This design comes from an exercise in tuning for small area, a short achievable clock period and few clock cycles per item on the open sky130 flow, not from production work.
In this exercise RTL edits were held to simulation tests only and were not proved equivalent to the original.
Power figures rest on the tool's default switching activity, not on a simulated workload.

Setup of the previous run:
==> flow/design.v <==
`timescale 1ns / 1ps
package chbd_pkg;
  localparam int NUM_LEN = 16;   
  localparam int LEN_IW  = 4;    
  typedef logic [2:0] opcode_t;
  localparam opcode_t OP_CLEAR  = 3'd0;
  localparam opcode_t OP_COUNT  = 3'd1;
  localparam opcode_t OP_SYMBOL = 3'd2;
  localparam opcode_t OP_FINISH = 3'd3;
  localparam opcode_t OP_DECODE = 3'd4;
  typedef logic [2:0] status_t;
  localparam status_t ST_OK       = 3'd0;
  localparam status_t ST_SYMBOL   = 3'd1;
  localparam status_t ST_INVALID  = 3'd2;
  localparam status_t ST_NOTBUILT = 3'd3;
  localparam status_t ST_OVERFULL = 3'd4;
  localparam status_t ST_MISMATCH = 3'd5;
endpackage
`timescale 1ns / 1ps
import chbd_pkg::*;
module chbd_build_walk (
  input  logic                  clk,
  input  logic                  rst,
  input  logic                  go_bg,      
  input  logic                  clr,        
  input  logic                  go_st,      
  input  logic [8:0]            total,      
  input  logic [7:0]            n,          
  output logic [3:0]            idx,
  output logic                  busy,       
  output chbd_pkg::status_t     st_status,  
  output logic                  r_ofl,
  output logic [11:0]           r_sum,
  output logic [15:0]           r_free,     
  output logic [4:0]            r_longest
);
  logic        active;
  logic        prime;      
  logic        st_mode;
  logic [7:0]  n_q;        
  logic [3:0]  k;
  logic [16:0] f;
  logic [12:0] acc;
  logic [17:0] fd;
  logic [12:0] as;
  logic [17:0] af;
  logic        ofl_here;
  logic        kv_fail;
  logic        last_len;
  logic        nz;
  logic        step;
  always_comb begin
    fd       = {1'b0, f} - {10'd0, n_q};
    as       = acc + {5'd0, n_q};
    af       = {{5{acc[12]}}, acc} + {1'b0, f} + 18'd1;
    ofl_here = fd[17];
    kv_fail  = !as[12];
    last_len = (k == 4'd15);
    nz       = (n_q != 8'd0);
    step     = active && !prime;
  end
  assign idx  = prime ? 4'd0 : k + 4'd1;
  assign busy = active;
  always_ff @(posedge clk) begin
    if (rst || clr) begin
      active  <= 1'b0;
      prime   <= 1'b0;
      st_mode <= 1'b0;
    end else if (go_bg || go_st) begin
      active  <= 1'b1;
      prime   <= 1'b1;
      st_mode <= go_st;
    end else begin
      prime <= 1'b0;
      if (step && (last_len || (st_mode && (ofl_here || kv_fail)))) active <= 1'b0;
    end
  end
  always_ff @(posedge clk) begin
    if (step && st_mode) begin
      st_status <= ((ofl_here || kv_fail) && af[17]) ? ST_OVERFULL : ST_MISMATCH;
    end
  end
  always_ff @(posedge clk) begin
    if (go_bg || go_st) begin
      k   <= '0;
      f   <= 17'd2;
      acc <= go_st ? ~{4'd0, total} : 13'd0;
    end else if (step) begin
      k   <= k + 4'd1;
      f   <= {fd[15:0], 1'b0};
      acc <= as;
    end
    n_q <= n;
  end
  always_ff @(posedge clk) begin
    if (rst || clr) begin
      r_ofl     <= 1'b0;
      r_sum     <= '0;
      r_free    <= '0;
      r_longest <= '0;
    end else if (go_bg) begin
      r_ofl     <= 1'b0;
      r_free    <= '0;
      r_longest <= '0;
    end else if (step && !st_mode) begin
      r_ofl <= r_ofl || ofl_here;
      if (last_len) r_sum <= as[11:0];
      if (nz) begin
        r_free    <= fd[15:0];
        r_longest <= {1'b0, k} + 5'd1;
      end
    end
  end
endmodule
`timescale 1ns / 1ps
import chbd_pkg::*;
module canonical_huffman_bit_decoder #(
  parameter int MAX_CODE_LENGTH = 16,
  parameter int MAX_SYMBOLS     = 256
) (
  input  logic              clk,
  input  logic              rst,
  input  logic              start,
  output logic              busy,
  input  chbd_pkg::opcode_t opcode,
  input  logic [4:0]        level,
  input  logic [7:0]        count,
  input  logic [7:0]        symbol_index,
  input  logic [7:0]        symbol,
  input  logic [8:0]        value_total,
  input  logic              bit_req,
  output logic              done,
  output chbd_pkg::status_t status,
  output logic [7:0]        decoded_symbol,
  output logic [4:0]        code_length
);
  logic [8:0]  in_tot;
  logic [15:0] in_p;
  always_comb begin
    in_tot = (value_total > 9'd256) ? 9'd257 : value_total;
    unique case (opcode)
      OP_COUNT:  in_p = {3'd0, level, count};
      OP_SYMBOL: in_p = {symbol_index, symbol};
      OP_FINISH: in_p = {7'd0, in_tot};
      default:   in_p = {15'd0, bit_req};
    endcase
  end
  logic        a_v;
  logic [2:0]  a_op;
  logic [15:0] a_p;
  logic        a_b;        
  logic        a_sym;      
  logic [15:0] a_wa_hi;    
  logic [15:0] a_wa_lo;
  logic        a_hold;
  logic        accept;
  assign accept = start && !busy;
  logic rst_q;
  always_ff @(posedge clk) rst_q <= rst;
  always_ff @(posedge clk) begin
    if (rst) begin
      a_v <= 1'b0;
    end else if (!a_hold) begin
      a_v <= accept;
    end
  end
  always_ff @(posedge clk) begin
    if (!busy) begin
      a_op <= opcode;
      a_p  <= in_p;
      a_b  <= bit_req;
    end
  end
  logic [7:0]  counts [NUM_LEN];
  logic        ready;
  logic [4:0]  k;        
  logic [8:0]  q;        
  logic        eq;       
  logic [8:0]  off;      
  logic [7:0]  r_cnt;    
  logic        r_lb;     
  logic        r_lv;     
  logic [8*MAX_SYMBOLS-1:0] sym_ram;    
  logic [7:0]               r1_pos;
  logic              w_busy;
  chbd_pkg::status_t w_st_status;
  logic              w_ofl;
  logic [11:0]       w_sum;
  logic [15:0]       w_free;
  logic [4:0]        w_longest;
  logic [3:0]        w_idx;
  logic              w_go_st;
  logic a_clear, a_count, a_symbol, a_finish, a_decode;
  always_comb begin
    a_clear  = a_v && (a_op == OP_CLEAR);
    a_count  = a_v && (a_op == OP_COUNT);
    a_symbol = a_v && (a_op == OP_SYMBOL);
    a_finish = a_v && (a_op == OP_FINISH);
    a_decode = a_v && (a_op == OP_DECODE);
  end
  logic [3:0] c_idx;
  logic [7:0] c_n;
  assign c_idx = w_busy ? w_idx : 4'(k + 5'd1);
  assign c_n   = counts[c_idx];
  logic fin_ok;
  logic fin_wait;     
  assign fin_ok  = !w_ofl && (w_sum == {3'd0, a_p[8:0]});
  assign w_go_st = a_finish && !w_busy && !fin_wait && !fin_ok;
  logic fin_take;
  logic fin_built;
  assign a_hold    = a_finish && (w_busy || (!fin_wait && !fin_ok));
  assign fin_take  = a_finish && !a_hold;
  assign fin_built = fin_take && !fin_wait;
  always_ff @(posedge clk) begin
    if (rst) begin
      fin_wait <= 1'b0;
    end else if (w_go_st) begin
      fin_wait <= 1'b1;
    end else if (fin_take) begin
      fin_wait <= 1'b0;
    end
  end
  logic in_fin_ok;
  assign in_fin_ok = !w_ofl && (w_sum == {3'd0, in_tot});
  always_ff @(posedge clk) begin
    if (rst) begin
      a_sym <= 1'b0;
    end else begin
      a_sym <= accept && (opcode == OP_SYMBOL);
    end
  end
  always_ff @(posedge clk) begin
    for (int j = 0; j < 16; j++) begin
      a_wa_hi[j] <= (symbol_index[7:4] == 4'(j));
      a_wa_lo[j] <= (symbol_index[3:0] == 4'(j));
    end
  end
  always_ff @(posedge clk) begin
    if (rst) begin
      busy <= 1'b0;
    end else begin
      busy <= a_hold ||
              (accept && (opcode == OP_FINISH) &&
               (w_busy || a_count || a_clear || !in_fin_ok));
    end
  end
  chbd_build_walk u_walk (
    .clk       (clk),
    .rst       (rst_q),
    .go_bg     (a_count),
    .clr       (a_clear),
    .go_st     (w_go_st),
    .total     (a_p[8:0]),
    .n         (c_n),
    .idx       (w_idx),
    .busy      (w_busy),
    .st_status (w_st_status),
    .r_ofl     (w_ofl),
    .r_sum     (w_sum),
    .r_free    (w_free),
    .r_longest (w_longest)
  );
  logic        b;
  logic        hit;
  logic        inv;
  logic [9:0]  q_sub;
  logic [4:0]  dl;
  logic [8:0]  pos;
  always_comb begin
    b     = a_b;
    dl    = k + 5'd1;
    hit   = (q[8:7] == 2'd0) && ({q[6:0], b} < r_cnt);
    inv   = !r_lv || (eq && b && !r_lb);
    q_sub = {q, b} - {2'd0, r_cnt};
    pos   = off + {1'b0, q[6:0], b};
  end
  logic [7:0] row1_cnt;
  logic       row1_lb;
  logic       row1_lv;
  logic [7:0] rown_cnt;
  logic       rown_lb;
  logic       rown_lv;
  logic [4:0] kn;
  logic [4:0] lb1_i;
  logic [4:0] lbn_i;
  always_comb begin
    row1_cnt = counts[0];
    lb1_i    = w_longest - 5'd1;
    row1_lb  = !w_free[lb1_i[3:0]];
    row1_lv  = (w_longest != 5'd0);
    kn       = k + 5'd2;
    rown_cnt = c_n;
    lbn_i    = w_longest - kn;
    rown_lb  = !w_free[lbn_i[3:0]];
    rown_lv  = (kn <= w_longest);
  end
  logic part_clr;
  assign part_clr = a_clear || a_count || a_symbol || fin_built ||
                    (a_decode && ready && !inv && hit);
  always_ff @(posedge clk) begin
    if (rst_q) begin
      for (int i = 0; i < NUM_LEN; i++) counts[i] <= '0;
      ready <= 1'b0;
    end else begin
      if (a_clear) begin
        for (int i = 0; i < NUM_LEN; i++) counts[i] <= '0;
      end
      if (a_count && (a_p[12:8] >= 5'd1) && (a_p[12:8] <= 5'd16)) begin
        counts[4'(a_p[12:8] - 5'd1)] <= a_p[7:0];
      end
      if (a_clear || a_count || a_symbol) ready <= 1'b0;
      if (fin_take) ready <= !fin_wait;
    end
  end
  always_ff @(posedge clk) begin
    if (rst_q || part_clr) begin
      k     <= '0;
      q     <= '0;
      eq    <= 1'b1;
      off   <= '0;
      r_cnt <= row1_cnt;
      r_lb  <= row1_lb;
      r_lv  <= row1_lv;
    end else if (a_decode && ready && !inv) begin
      k     <= dl;
      q     <= q_sub[8:0];
      eq    <= eq && (b == r_lb);
      off   <= off + {1'b0, r_cnt};
      r_cnt <= rown_cnt;
      r_lb  <= rown_lb;
      r_lv  <= rown_lv;
    end
  end
  always_ff @(posedge clk) begin
    for (int i = 0; i < MAX_SYMBOLS; i++) begin
      if (a_sym && a_wa_hi[i / 16] && a_wa_lo[i % 16]) sym_ram[8*i +: 8] <= a_p[7:0];
    end
  end
  logic [7:0] rd_data;
  assign rd_data = sym_ram[8*r1_pos +: 8];
  logic              r1_v;
  chbd_pkg::status_t r1_st;
  logic [4:0]        r1_len;
  logic              r1_sym;
  always_ff @(posedge clk) begin
    if (rst) begin
      r1_v <= 1'b0;
    end else begin
      r1_v <= a_v && !a_hold;
    end
  end
  always_ff @(posedge clk) begin
    r1_st  <= ST_OK;
    r1_len <= '0;
    r1_sym <= 1'b0;
    r1_pos <= pos[7:0];
    if (a_decode) begin
      if (!ready) begin
        r1_st <= ST_NOTBUILT;
      end else if (inv) begin
        r1_st <= ST_INVALID;
      end else if (hit) begin
        r1_st  <= ST_SYMBOL;
        r1_len <= dl;
        r1_sym <= !pos[8];
      end
    end
    if (a_finish && fin_wait) r1_st <= w_st_status;
  end
  logic              r2_v;
  chbd_pkg::status_t r2_st;
  logic [4:0]        r2_len;
  logic [7:0]        r2_sym;
  always_ff @(posedge clk) begin
    if (rst || !r1_v) begin
      r2_v   <= 1'b0;
      r2_st  <= ST_OK;
      r2_len <= '0;
      r2_sym <= '0;
    end else begin
      r2_v   <= 1'b1;
      r2_st  <= r1_st;
      r2_len <= r1_len;
      r2_sym <= r1_sym ? rd_data : 8'd0;
    end
  end
  assign done           = r2_v;
  assign status         = r2_st;
  assign code_length    = r2_len;
  assign decoded_symbol = r2_sym;
endmodule
export LEC_CHECK = 0
export CAP_MARGIN = 20
export CORE_MARGIN = 2
export CORE_UTILIZATION = 40
export CTS_CLUSTER_DIAMETER = 100
export CTS_CLUSTER_SIZE = 30
export SLEW_MARGIN = 20
create_clock -name core_clock -period 9.0 [get_ports {clk}]
standard.sh (not shown) runs the stock make flow with config.mk's settings and CLKGATE_MAP_FILE= SYNTH_SCRIPT=/design/flow/synth_recipe.tcl, a recipe that flattens the netlist after the stock synthesis.
==> flow/flow/run.sh <==
#!/bin/bash
# The standard layout, with the timing repair aimed at a shorter period
# than the design's (a larger setup slack margin). The synthesis is the
# standard one, run unchanged; the SDC, floorplan and every other step are
# the standard flow's own. Each run's full output goes to a log file here; ORFS keeps
# each step's log under orfs/logs.
set -euo pipefail
MARGIN=6.0
bash standard.sh synth > synth.log 2>&1
bash standard.sh SETUP_SLACK_MARGIN=$MARGIN finish > layout.log 2>&1
Testbench counts of the previous run, summed over its fixed seeds: cycles 92,206, items 91,490.
Input-level comparison between the current run and the previous run:
--- a/flow/design.v
+++ b/flow/design.v
@@ -40,22 +40,20 @@
   logic [7:0]  n_q;        
   logic [3:0]  k;
   logic [16:0] f;
   logic [12:0] acc;
   logic [17:0] fd;
   logic [12:0] as;
-  logic [17:0] af;
   logic        ofl_here;
   logic        kv_fail;
   logic        last_len;
   logic        nz;
   logic        step;
   always_comb begin
     fd       = {1'b0, f} - {10'd0, n_q};
     as       = acc + {5'd0, n_q};
-    af       = {{5{acc[12]}}, acc} + {1'b0, f} + 18'd1;
     ofl_here = fd[17];
     kv_fail  = !as[12];
     last_len = (k == 4'd15);
     nz       = (n_q != 8'd0);
     step     = active && !prime;
   end
@@ -74,13 +72,14 @@
       prime <= 1'b0;
       if (step && (last_len || (st_mode && (ofl_here || kv_fail)))) active <= 1'b0;
     end
   end
   always_ff @(posedge clk) begin
     if (step && st_mode) begin
-      st_status <= ((ofl_here || kv_fail) && af[17]) ? ST_OVERFULL : ST_MISMATCH;
+      st_status <= ((ofl_here || kv_fail) && (f[16:10] == 7'd0) && (~acc[9:0] > f[9:0]))
+                   ? ST_OVERFULL : ST_MISMATCH;
     end
   end
   always_ff @(posedge clk) begin
     if (go_bg || go_st) begin
       k   <= '0;
       f   <= 17'd2;
@@ -146,15 +145,15 @@
     endcase
   end
   logic        a_v;
   logic [2:0]  a_op;
   logic [15:0] a_p;
   logic        a_b;        
-  logic        a_sym;      
-  logic [15:0] a_wa_hi;    
-  logic [15:0] a_wa_lo;
+  logic        a_sym_n;    
+  logic [15:0] a_wa_hi_n;  
+  logic [15:0] a_wa_lo_n;
   logic        a_hold;
   logic        accept;
   assign accept = start && !busy;
   logic rst_q;
   always_ff @(posedge clk) rst_q <= rst;
   always_ff @(posedge clk) begin
@@ -221,21 +220,21 @@
     end
   end
   logic in_fin_ok;
   assign in_fin_ok = !w_ofl && (w_sum == {3'd0, in_tot});
   always_ff @(posedge clk) begin
     if (rst) begin
-      a_sym <= 1'b0;
+      a_sym_n <= 1'b1;
     end else begin
-      a_sym <= accept && (opcode == OP_SYMBOL);
+      a_sym_n <= !(accept && (opcode == OP_SYMBOL));
     end
   end
   always_ff @(posedge clk) begin
     for (int j = 0; j < 16; j++) begin
-      a_wa_hi[j] <= (symbol_index[7:4] == 4'(j));
-      a_wa_lo[j] <= (symbol_index[3:0] == 4'(j));
+      a_wa_hi_n[j] <= (symbol_index[7:4] != 4'(j));
+      a_wa_lo_n[j] <= (symbol_index[3:0] != 4'(j));
     end
   end
   always_ff @(posedge clk) begin
     if (rst) begin
       busy <= 1'b0;
     end else begin
@@ -330,13 +329,13 @@
       r_lb  <= rown_lb;
       r_lv  <= rown_lv;
     end
   end
   always_ff @(posedge clk) begin
     for (int i = 0; i < MAX_SYMBOLS; i++) begin
-      if (a_sym && a_wa_hi[i / 16] && a_wa_lo[i % 16]) sym_ram[8*i +: 8] <= a_p[7:0];
+      if (!(a_sym_n || a_wa_hi_n[i / 16] || a_wa_lo_n[i % 16])) sym_ram[8*i +: 8] <= a_p[7:0];
     end
   end
   logic [7:0] rd_data;
   assign rd_data = sym_ram[8*r1_pos +: 8];
   logic              r1_v;
   chbd_pkg::status_t r1_st;
@@ -381,11 +380,28 @@
       r2_v   <= 1'b1;
       r2_st  <= r1_st;
       r2_len <= r1_len;
       r2_sym <= r1_sym ? rd_data : 8'd0;
     end
   end
-  assign done           = r2_v;
-  assign status         = r2_st;
-  assign code_length    = r2_len;
-  assign decoded_symbol = r2_sym;
+  logic              r3_v;
+  chbd_pkg::status_t r3_st;
+  logic [4:0]        r3_len;
+  logic [7:0]        r3_sym;
+  always_ff @(posedge clk) begin
+    if (rst) begin
+      r3_v   <= 1'b0;
+      r3_st  <= ST_OK;
+      r3_len <= '0;
+      r3_sym <= '0;
+    end else begin
+      r3_v   <= r2_v;
+      r3_st  <= r2_st;
+      r3_len <= r2_len;
+      r3_sym <= r2_sym;
+    end
+  end
+  assign done           = r3_v;
+  assign status         = r3_st;
+  assign code_length    = r3_len;
+  assign decoded_symbol = r3_sym;
 endmodule
When the final numbers for the current run and the previous run were put side by side, the worst slew margin relative to its limit turned out to be greater in the previous run.
Compared the previous run against the current run; combined area of all synthesized cells within noise.
The current run: full flow OK, the timing, design-rule and antenna checks passed
When the final numbers for the current run and the previous run were put side by side, the cell count turned out to be greater in the current run.
Compared the current run against the previous run; complex-gate fraction of the synthesized area within noise.
The slew at the pin closest to its max-slew limit number comes out lower for the previous run vs the current run.
Status: clock skew parity (the current run, the previous run)
The run showing the smaller proportion of layout cells with a drive suffix above 1 is the previous run.
Final net count: the current run vs the previous run up about 0.8%
[the current run vs the previous run] number of non-clock buffers in the layout: higher in the current run
Delta (the current run minus the previous run): count of clock-buffer cells in the layout +6.6%, final worst-path cycle share -0.21 points, total power -0.76%, area overhead of the layout relative to synthesis -0.22 points.
Testbench counts of the current run, summed over its fixed seeds: cycles 92,214, items 91,490.

==> re-timing with driven ports <==
No port has a modelled driver above. Below, the same layouts with a new extraction and two added sets of constraints.
Step 1 assumes that a clkbuf_16 drives the clock port and a buf_2 every other input.
Step 2 moves the port delays by t, midway between the first and last clock arrival at a register: inputs arrive t later, outputs are due t later. That takes back most of the time a late clock gives input paths.
a / b / c = no drivers / after step 1 / after step 2; a / b = the first two.
run	t (ns)	setup WS [ns]	hold slack, ns	worst setup path at the end	worst slew at a driven data input, ns
the previous run	0.867	5.833 / 5.745 / 5.275	0.475 / 0.475 / 0.475	input to register	0.11
the current run	0.881	5.852 / 5.763 / 5.165	0.443 / 0.443 / 0.443	input to register	0.23
After both steps every run listed still meets setup and hold. For the current run, which loses most, drivers alone change the setup slack by -0.089 ns; drivers and shift together by -0.687 ns.
